This design comes from an exercise in tuning for small area and a short achievable clock period on the open sky130 flow, not from production work. Where RTL was checked, it was by simulation tests only, not by an equivalence proof against the original. Only the layout flow was run in run 1; the RTL was not checked for function there.

==> flow/design.v (outline; a module is shown in full before it is edited, if it fits) <==
// module fpu_add_path: 114 lines
// module fpu_fa: 4 lines
// module fpu_mult_path: 1845 lines
// module fpu_top: 240 lines
module fpu_top
(
   input  logic        Clk_CI,
   input  logic        Rst_RBI,
   input  logic        enable,
   input  logic [31:0] operand_a,
   input  logic [31:0] operand_b,
   input  logic [1:0]  op,
   output logic [31:0] result,
   output logic        valid,
   output logic        of,
   output logic        uf,
   output logic        zero,
   output logic        ix,
   output logic        iv,
   output logic        inf
);
  // ...
==> flow/flow/run.sh <==
#!/bin/bash
# The standard layout (standard.sh) with two changes in how it is made:
#  - ports are buffered with buf_2 rather than the default port buffer;
#  - timing repair aims past the clock period: repair_timing's setup margin is
#    raised so that the resizer also works on paths that already meet it.
# The constraints (constraint.sdc, the clock period) are not changed.
set -o pipefail
export BUFFER_PORTS_ARGS="-buffer_cell sky130_fd_sc_hd__buf_2"
export SETUP_SLACK_MARGIN=11
bash standard.sh > standard.log 2>&1
==> flow/standard.sh <==
#!/bin/bash
# synth_recipe.tcl (not shown) runs the flow's synth.tcl, then flattens the netlist and writes it again
# the make line also repeats each setting of config.mk as NAME=value (left out here)
make -C /OpenROAD-flow-scripts/flow DESIGN_CONFIG=/design/flow/config.mk WORK_HOME=/design/flow/orfs CLKGATE_MAP_FILE= SYNTH_SCRIPT=/design/flow/synth_recipe.tcl "${@:-finish}"
==> flow/config.mk <==
export PLATFORM = sky130hd
export DESIGN_NAME = fpu_top
export DESIGN_NICKNAME = fpu_top
export VERILOG_FILES = /design/flow/design.v
export SDC_FILE = /design/flow/constraint.sdc
export NUM_CORES = 4
export LEC_CHECK = 0
export CAP_MARGIN = 20
export CORE_MARGIN = 2
export CORE_UTILIZATION = 50
export SLEW_MARGIN = 20
export SYNTH_HIERARCHICAL = 1
==> flow/constraint.sdc <==
create_clock -name core_clock -period 18.0 [get_ports {Clk_CI}]
set_input_delay 3.6000 -clock core_clock [delete_from_list [all_inputs] [get_ports {Clk_CI}]]
set_output_delay 3.6000 -clock core_clock [all_outputs]
set_load 0.01 [all_outputs]
==> results.yml, run 1 <==
synthesis:
  syn_nets: 4396
  synth.cell_area_sq_um: 30460
  synth_compound_area_share_pct: 16.01
  yosysWarningCount: 14
  synth_edf_count: 0
  synth_top_area_cell: "fa_1"
  synth_seq_cells: 116
detailed_routing:
  routed.top_layer: "met5"
  drt-initial-drc-count: 3431
  route.layer.met1.wl_microns: 50340
layout:
  finalCoreUtilization_pct: 56.53
  area_growth_pct: 11.83
  largest_reg_flops: 24
  nNonClkInverters: 205
  antenna_cells: 1
  buffers: 258
  top_register: "t2"
  mostFrequentLayoutCell: "nand2_1"
worst_setup_path:
  crit_buf_inv: 3
  critical_path.max_stage_delay_ns: 0.53
  crit_end: "c2$_DFF_P_"
  crit_chain: "buf_8 > inv_1 > nor2_1 > ha_1 > inv_1 > fa_1 > fa_1 > fa_1 > fa_1 > fa_1 > ha_2 > nand2_1 > nor2_1 > nand2_1 > a2111o_1 > and2_1 > o21ai_2 > a21oi_1 > xor2_2 > nand4_1 > nor4_1 > nand3_1 > o41ai_1"
  cp_slowest_cell: "fa_1"
placed_design:
  dp.cells: 4371
  dp_hpwl_microns: 90720
clock_network:
  cts_buffers: 17
  postCtsHoldBufs: 0
floorplan:
  ios: 108
  die_y_microns: 250.8
  die_w_microns: 250.8
global_routing:
  grt_use_met3_pct: 12.76
run_status:
  outcome: "no timing/DRC/antenna violations"
timing:
  hold_viol_final: 0
  fin_crit_ns: 6.913
run:
  maxCapViolCount: 0
==> module fpu_top, before the edit <==
module fpu_top
(
   input  logic        Clk_CI,
   input  logic        Rst_RBI,
   input  logic        enable,
   input  logic [31:0] operand_a,
   input  logic [31:0] operand_b,
   input  logic [1:0]  op,
   output logic [31:0] result,
   output logic        valid,
   output logic        of,
   output logic        uf,
   output logic        zero,
   output logic        ix,
   output logic        iv,
   output logic        inf
);
   localparam logic [1:0] SP_NONE = 2'd0;
   localparam logic [1:0] SP_ZERO = 2'd1;
   localparam logic [1:0] SP_INF  = 2'd2;
   localparam logic [1:0] SP_NAN  = 2'd3;
   logic        sa, sb, is_mul, is_sub, sbe;
   logic [7:0]  ea, eb;
   logic [22:0] fa, fb;
   logic        za, zb, maxa, maxb, nana, nanb, infa, infb;
   logic        a_big, eq_mag;
   logic [8:0]  dab, dba;
   logic [7:0]  dexp;
   logic [4:0]  shamt_d;
   logic [1:0]  sp_d;
   logic        sign_d;
   logic [9:0]  exp_d;
   logic [22:0] mb_d, ms_d;
   logic        hs_d;
   assign sa = operand_a[31];
   assign sb = operand_b[31];
   assign ea = operand_a[30:23];
   assign eb = operand_b[30:23];
   assign fa = operand_a[22:0];
   assign fb = operand_b[22:0];
   assign is_mul = op == 2'd2;
   assign is_sub = op == 2'd1;
   assign sbe    = sb ^ is_sub;
   assign za   = ea == 8'd0;
   assign zb   = eb == 8'd0;
   assign maxa = &ea;
   assign maxb = &eb;
   assign nana = maxa & (|fa);
   assign nanb = maxb & (|fb);
   assign infa = maxa & ~(|fa);
   assign infb = maxb & ~(|fb);
   assign a_big  = {ea, fa} >= {eb, fb};
   assign eq_mag = {ea, fa} == {eb, fb};
   assign dab    = {1'b0, ea} - {1'b0, eb};
   assign dba    = {1'b0, eb} - {1'b0, ea};
   assign dexp   = dab[8] ? dba[7:0] : dab[7:0];
   assign shamt_d = (|dexp[7:5]) ? 5'd31 : dexp[4:0];
   always_comb
   begin
      sp_d   = SP_NONE;
      sign_d = is_mul ? (sa ^ sb) : (a_big ? sa : sbe);
      if (nana | nanb | (is_mul ? ((infa & zb) | (za & infb)) : (infa & infb & (sa ^ sbe))))
         sp_d = SP_NAN;
      else if (infa | infb)
      begin
         sp_d = SP_INF;
         if (!is_mul)
            sign_d = infa ? sa : sbe;
      end
      else if (is_mul ? (za | zb) : ((za & zb) | ((sa ^ sbe) & eq_mag)))
      begin
         sp_d = SP_ZERO;
         if (!is_mul)
            sign_d = 1'b0;
      end
   end
   assign exp_d = is_mul ? ({2'b00, ea} + {2'b00, eb} - 10'd127) : {2'b00, (a_big ? ea : eb)};
   assign mb_d  = a_big ? fa : fb;
   assign ms_d  = a_big ? (zb ? 23'd0 : fb) : (za ? 23'd0 : fa);
   assign hs_d  = a_big ? ~zb : ~za;
   logic        v1;
   logic        mul1, sub1, near1, sign1, hs1;
   logic [1:0]  sp1;
   logic [9:0]  exp1;
   logic [4:0]  shamt1;
   logic [22:0] mb1, ms1;
   always_ff @(posedge Clk_CI, negedge Rst_RBI)
   begin
      if (~Rst_RBI)
         v1 <= 1'b0;
      else
         v1 <= enable;
   end
   always_ff @(posedge Clk_CI)
   begin
      mul1   <= is_mul;
      sub1   <= sa ^ sbe;
      near1  <= (sa ^ sbe) & (dexp[7:1] == 7'd0);
      sign1  <= sign_d;
      sp1    <= sp_d;
      exp1   <= exp_d;
      shamt1 <= shamt_d;
      mb1    <= mb_d;
      ms1    <= ms_d;
      hs1    <= hs_d;
   end
   logic [47:0] prod;
   logic [25:0] add_t;
   logic        add_stk;
   logic [9:0]  add_exp;
   logic [25:0] t_d;
   logic        stk_d;
   fpu_mult_path mult_path0
   (
      .a (mb1),
      .b (ms1),
      .p (prod)
   );
   logic [7:0]  add_e0;
   logic        add_g255, add_g254, add_g253, add_l0, add_lm1, add_lm2;
   fpu_add_path add_path0
   (
      .mant_big   (mb1),
      .mant_small ({hs1, ms1}),
      .shamt      (shamt1),
      .sub        (sub1),
      .near       (near1),
      .exp_big    (exp1[7:0]),
      .t          (add_t),
      .stk        (add_stk),
      .e0         (add_e0),
      .g255       (add_g255),
      .g254       (add_g254),
      .g253       (add_g253),
      .l0         (add_l0),
      .lm1        (add_lm1),
      .lm2        (add_lm2)
   );
   assign t_d   = mul1 ? prod[47:22] : add_t;
   assign stk_d = mul1 ? (|prod[21:0]) : add_stk;
   function automatic logic [3:0] round_info(input logic [25:0] t, input logic stk);
      logic hi, rnd, inx, ones;
      hi   = t[25];
      rnd  = hi ? (t[1] & (stk | t[0] | t[2])) : (t[0] & (stk | t[1]));
      inx  = stk | t[0] | (hi & t[1]);
      ones = (&t[23:2]) & (hi ? t[24] : t[1]);
      round_info = {hi, rnd, inx, rnd & ones};
   endfunction
   logic [3:0]  ri_mul, ri_add;
   logic        hi, rnd_d, inx_d, c_d;
   assign ri_mul = round_info(prod[47:22], |prod[21:0]);
   assign ri_add = round_info(add_t, add_stk);
   assign {hi, rnd_d, inx_d, c_d} = mul1 ? ri_mul : ri_add;
   logic [7:0]  ex_d;
   logic        g255_d, g254_d, g253_d, l0_d, lm1_d, lm2_d;
   assign ex_d   = mul1 ? exp1[7:0] : add_e0;
   assign g255_d = mul1 ? ($signed(exp1) >= $signed(10'd255)) : add_g255;
   assign g254_d = mul1 ? ($signed(exp1) >= $signed(10'd254)) : add_g254;
   assign g253_d = mul1 ? ($signed(exp1) >= $signed(10'd253)) : add_g253;
   assign l0_d   = mul1 ? ($signed(exp1) <= $signed(10'd0)) : add_l0;
   assign lm1_d  = mul1 ? ($signed(exp1) <= $signed(-10'sd1)) : add_lm1;
   assign lm2_d  = mul1 ? ($signed(exp1) <= $signed(-10'sd2)) : add_lm2;
   logic        v2;
   logic        sign2, hi2, rl2, rh2, c2, inx2;
   logic [2:0]  nrm2, ff2;
   logic [1:0]  sp2;
   logic [7:0]  ex2;
   logic [23:0] t2;
   always_ff @(posedge Clk_CI, negedge Rst_RBI)
   begin
      if (~Rst_RBI)
         v2 <= 1'b0;
      else
         v2 <= v1;
   end
   always_ff @(posedge Clk_CI)
   begin
      sign2 <= sign1;
      sp2   <= sp1;
      ex2   <= ex_d;
      hi2   <= hi;
      t2    <= t_d[24:1];
      rl2   <= rnd_d & ~hi;
      rh2   <= rnd_d & hi;
      c2    <= c_d;
      inx2  <= inx_d;
      nrm2  <= {3{sp1 == SP_NONE}} & ~{g253_d, g254_d, g255_d} & ~{lm2_d, lm1_d, l0_d};
      ff2   <= {3{(sp1 == SP_NAN) | (sp1 == SP_INF)}} | ({3{sp1 == SP_NONE}} & {g253_d, g254_d, g255_d});
   end
   logic        q;
   logic [23:0] cy;
   logic [23:0] inc;
   logic [22:0] mr;
   logic [7:0]  ef;
   assign q = rh2 | (rl2 & t2[0]);
   logic [23:0] pa [6];
   always_comb
   begin
      pa[0] = {t2[22:1], q, 1'b1};
      for (int l = 0; l < 5; l++)
         for (int i = 0; i < 24; i++)
            pa[l+1][i] = ((i >> l) & 1) ? pa[l][i] & pa[l][((i >> l) << l) - 1] : pa[l][i];
      cy = {pa[5][23:1], rl2};
   end
   assign inc = t2 ^ cy;
   assign mr  = hi2 ? inc[23:1] : inc[22:0];
   logic [7:0] ea1;
   logic [6:0] ea2;
   logic [7:0] pe1 [4];
   logic [6:0] pe2 [4];
   always_comb
   begin
      pe1[0] = {ex2[6:0], 1'b1};
      pe2[0] = {ex2[6:1], 1'b1};
      for (int l = 0; l < 3; l++)
      begin
         for (int i = 0; i < 8; i++)
            pe1[l+1][i] = ((i >> l) & 1) ? pe1[l][i] & pe1[l][((i >> l) << l) - 1] : pe1[l][i];
         for (int i = 0; i < 7; i++)
            pe2[l+1][i] = ((i >> l) & 1) ? pe2[l][i] & pe2[l][((i >> l) << l) - 1] : pe2[l][i];
      end
      ea1 = ex2 ^ pe1[3];
      ea2 = ex2[7:1] ^ pe2[3];
   end
   assign ef = (hi2 & c2) ? {ea2, ex2[0]} : (hi2 | c2) ? ea1 : ex2;
   logic nrm, ff, none2;
   assign nrm   = (hi2 & c2) ? nrm2[2] : (hi2 | c2) ? nrm2[1] : nrm2[0];
   assign ff    = (hi2 & c2) ? ff2[2] : (hi2 | c2) ? ff2[1] : ff2[0];
   assign none2 = sp2 == SP_NONE;
   assign result = {sign2 & (sp2 != SP_NAN),
                    {8{ff}} | ({8{nrm}} & ef),
                    (sp2 == SP_NAN), {22{nrm}} & mr[21:0]} | {9'd0, nrm & mr[22], 22'd0};
   assign iv     = sp2 == SP_NAN;
   assign inf    = ff & (sp2 != SP_NAN);
   assign of     = ff & none2;
   assign uf     = none2 & ~nrm & ~ff;
   assign zero   = (sp2 == SP_ZERO) | uf;
   assign ix     = none2 & (inx2 | ~nrm);
   assign valid = v2;
endmodule
==> run 2, diff against run 1 <==
--- a/flow/design.v
+++ b/flow/design.v
@@ -2101,9 +2101,7 @@
    logic [47:0] prod;
    logic [25:0] add_t;
    logic        add_stk;
-   logic [9:0]  add_exp;
    logic [25:0] t_d;
-   logic        stk_d;
    fpu_mult_path mult_path0
    (
       .a (mb1),
@@ -2130,8 +2128,7 @@
       .lm1        (add_lm1),
       .lm2        (add_lm2)
    );
-   assign t_d   = mul1 ? prod[47:22] : add_t;
-   assign stk_d = mul1 ? (|prod[21:0]) : add_stk;
+   assign t_d = mul1 ? prod[47:22] : add_t;
    function automatic logic [3:0] round_info(input logic [25:0] t, input logic stk);
       logic hi, rnd, inx, ones;
       hi   = t[25];
==> run 2 against run 1 <==
  * First-iteration DRC count did not move
  * Global-route usage did not move
  * Sequential share of layout area did not move
  * Clock-buffer cell count did not move
  * Synthesized cell count did not move
  * Clock skew did not move
  * Sequential cell count did not move
  * Critical endpoint unchanged
  * Largest cell class unchanged
==> results.yml, run 2 <==
run:
  maxCapViolCount: 0
synthesis:
  syn_nets: 4396
  synth_seq_cells: 116
  netlist_instances: 3645
  synth_area_per_cell_sq_um: 8.356
  synthTopCellsByArea: "fa_1 (32%), nand2_1 (8.8%), ha_1 (8.0%), dfxtp_1 (7.5%), mux2i_1 (3.8%)"
  synth_top_flop_cell: "dfxtp_1"
  ys_async_sr_fraction_pct: 1.724
  synth.most_common_cell: "nand2_1"
  synth.top_cells.by_count: "nand2_1 (716), fa_1 (487), nor2_1 (246)"
  synth.cell_area_sq_um: 30460
  synthDistinctLibCells: 117
  synth_edf_count: 0
  ys_seq_area_share_pct: 7.658
  netlist.area_leader.share_pct: 32.01
  synth_top_area_cell: "fa_1"
  yosysWarningCount: 14
run_status:
  outcome: "no timing/DRC/antenna violations"
placed_design:
  dp_hpwl_microns: 90720
  dp.cells: 4371
  place_congestion: 1.000
  port_buffers: 107
clock_network:
  clk_pin_slew_worst_paths_ns: 0.07
  root_buffer: "clkbuf_16"
  cts_num_sinks: 116
  cts_buffers: 17
  ctsHtreeMaxLevel: 4
  cts_max_path_buffers: 2
  clock_latency_ns: 0.49
  cts_tree: "yes"
global_routing:
  grt_pass1_vias: 28499
  grt_pass1_wl_microns: 177700
  gr-total-overflow: 0
  grt_max_degree: 97
  antenna_found_initial: 2
  grt_usage_pct: 37.83
timing:
  relSlewSlack_pct: 22.12
  worst_pin_slew_ns: 1.156
  finalCritPeriodShare_pct: 38.40
  rsz0062_at_grt: "true"
  fin_crit_ns: 6.913
  setup_viol: 0
  hold_viol_final: 0
  slew_violations: 0
  timing.fmax_ghz: 0.1447
  hold_slack_ns: 0.3473
  setup_tns_ns: 0
  finalClockSkew_ns: 0.01796
worst_setup_path:
  endpoint_kind: "register"
  cp.required_ns: 18.37
  path_class: "register to register"
  arrival_ns: 7.29
  rrSetupSlack_ns: 11.09
  worstSetupStartpointType: "register"
  worstPathMaxFanout: 18
layout:
  top_register: "t2"
  layout-drive-gt1-share_pct: 13.59
  mostFrequentLayoutCell: "nand2_1"
  layoutNonFillerInstCount: 4498
  top_regs: "t2: 24 flops, mb1: 23 flops, ms1: 23 flops"
  layout.cells.most_common_list: "nand2_1 (716), fa_1 (483), nor2_1 (243), inv_1 (192), ha_1 (184)"
  n_fill_cell: 5495
  finalCoreUtilization_pct: 56.53
  area_growth_pct: 11.83
  layout.nets: 4453
  largest_reg_flops: 24
detailed_routing:
  drt-initial-drc-count: 3431
  avgRoutedWirePerCell_microns: 27.90
  drc: 0
  vias: 29321
  ant_nets: 0
  vias_per_cell: 6.519
  first_pass_iters: 7
  wl_microns: 125500
floorplan:
  die_y_microns: 250.8
  coreArea_sq_um: 60250
  die_area_sq_um: 62900
  rows: 90
  die_w_microns: 250.8
  initial_core_util_pct: 50.55
  ios: 108
worst_hold_path:
  hold_class: "register to register"
[run 2: cell counts after synthesis]
No cell type changed its count.
[run 2: per-layer routing]
| layer | track usage, % | share of wire (%) | up-vias | wire length [microns] |
|---|---|---|---|---|
| met2 | 54.46 | 40 | 2014 | 50690 |
| met5 | 0 | 0.010 | - | 13 |
| met3 | 12.76 | 14 | 377 | 17990 |
| met1 | 52.90 | 40 | 14357 | 50340 |
| met4 | 13.34 | 5.2 | 2 | 6465 |
| li1 | - | - | 12571 | - |
[run 2: final timing paths]
kind / from / endpoint / cells past startpoint
max reg2reg: mb1[1]$_DFF_P_ / c2$_DFF_P_ / 23
max in group asynchronous: Rst_RBI / v2$_DFF_PN0_ / 1
min reg2reg: v1$_DFF_PN0_ / v2$_DFF_PN0_ / 0
min in group asynchronous: Rst_RBI / v1$_DFF_PN0_ / 1
min: v1$_DFF_PN0_ / v2$_DFF_PN0_ / 0
max: mb1[1]$_DFF_P_ / c2$_DFF_P_ / 23
[run 2: cell type report]
cell class / count / area [sq um] / share of cell area (%)
Multi-Input combinational cell: 3104 / 26750 / 78.55
Timing Repair Buffer: 258 / 2524 / 7.410
Sequential cell: 116 / 2427 / 7.127
Tap cell: 782 / 978.4 / 2.873
Inverter: 205 / 810.8 / 2.381
Clock buffer: 17 / 425.4 / 1.249
Clock inverter: 15 / 136.4 / 0.4004
Antenna cell: 1 / 2.502 / 0.007347
[run 2: per-module statistics from Yosys (local to each module, per instance)]
module / cells / times used
fpu_top: 908 / 1
fpu_fa: 1 / 483
fpu_mult_path: 1131 / 1
fpu_add_path: 1123 / 1
[run 2: cells by family after synthesis]
group	share of synthesized area (%)
AND/OR/NAND/NOR	19.51
AO/OA/AOI/OAI	16.01
flip-flops	7.658
buffers and inverters	5.566
adder cells (fa/ha/maj)	40.05
other	0.01231
XOR/XNOR	4.494
multiplexers	6.692
[run 2: through the flow]
step / setup slack (ns) / instance area [sq um]
floorplan: 11.35 / 30460
global placement: 10.49 / 31520
finish: 11.09 / 34060
CTS: 11.01 / 32500
detailed placement: 10.44 / 31520
global route: 10.94 / 34060
[run 2: critical path, stage by stage (launching register included)]
cell,delay (ns)
dfxtp_1,0.43
buf_8,0.24
inv_1,0.19
nor2_1,0.29
ha_1,0.29
inv_1,0.08
fa_1,0.42
fa_1,0.50
fa_1,0.48
fa_1,0.53
fa_1,0.51
ha_2,0.44
nand2_1,0.14
nor2_1,0.21
nand2_1,0.08
a2111o_1,0.40
and2_1,0.22
o21ai_2,0.28
a21oi_1,0.16
xor2_2,0.28
nand4_1,0.12
nor4_1,0.29
nand3_1,0.14
o41ai_1,0.08
[run 2: repair_timing]
action	in CTS	in global routing
gates cloned	2	20
gates resized for setup	85	162
buffers inserted	11	60
endpoints found under the setup margin	16	21
hold buffers	0	0
pin swaps	3	8

==> afterwards: timing with drivers on the ports <==
In the flow no input, the clock included, has a driving cell. The finished layouts below were timed again as built, in two steps.
Step 1 sets driving cells, clkbuf_16 on the clock port and buf_2 on the other inputs (assumed; they add their load-dependent delay and slew).
Step 2 times the ports against the registers' clock, not the clock port: input delays grow and output delays shrink by t, the midpoint of the rising clock arrivals with the driver on.
Slacks: ideal / step 1 / step 2; pairs: ideal / step 1.
| run | shift t [ns] | slack for setup (ns) | worst setup path at the end | clock arrival spread, ns | worst register clock-pin slew, ns |
|---|---|---|---|---|---|
| run 1 | 0.542 | 11.087 / 11.087 / 10.987 | input to register | 0.019 / 0.019 | 0.08 / 0.08 |
| run 2 | 0.542 | 11.087 / 11.087 / 10.987 | input to register | 0.019 / 0.019 | 0.08 / 0.08 |
After both steps every run listed still meets setup and hold.
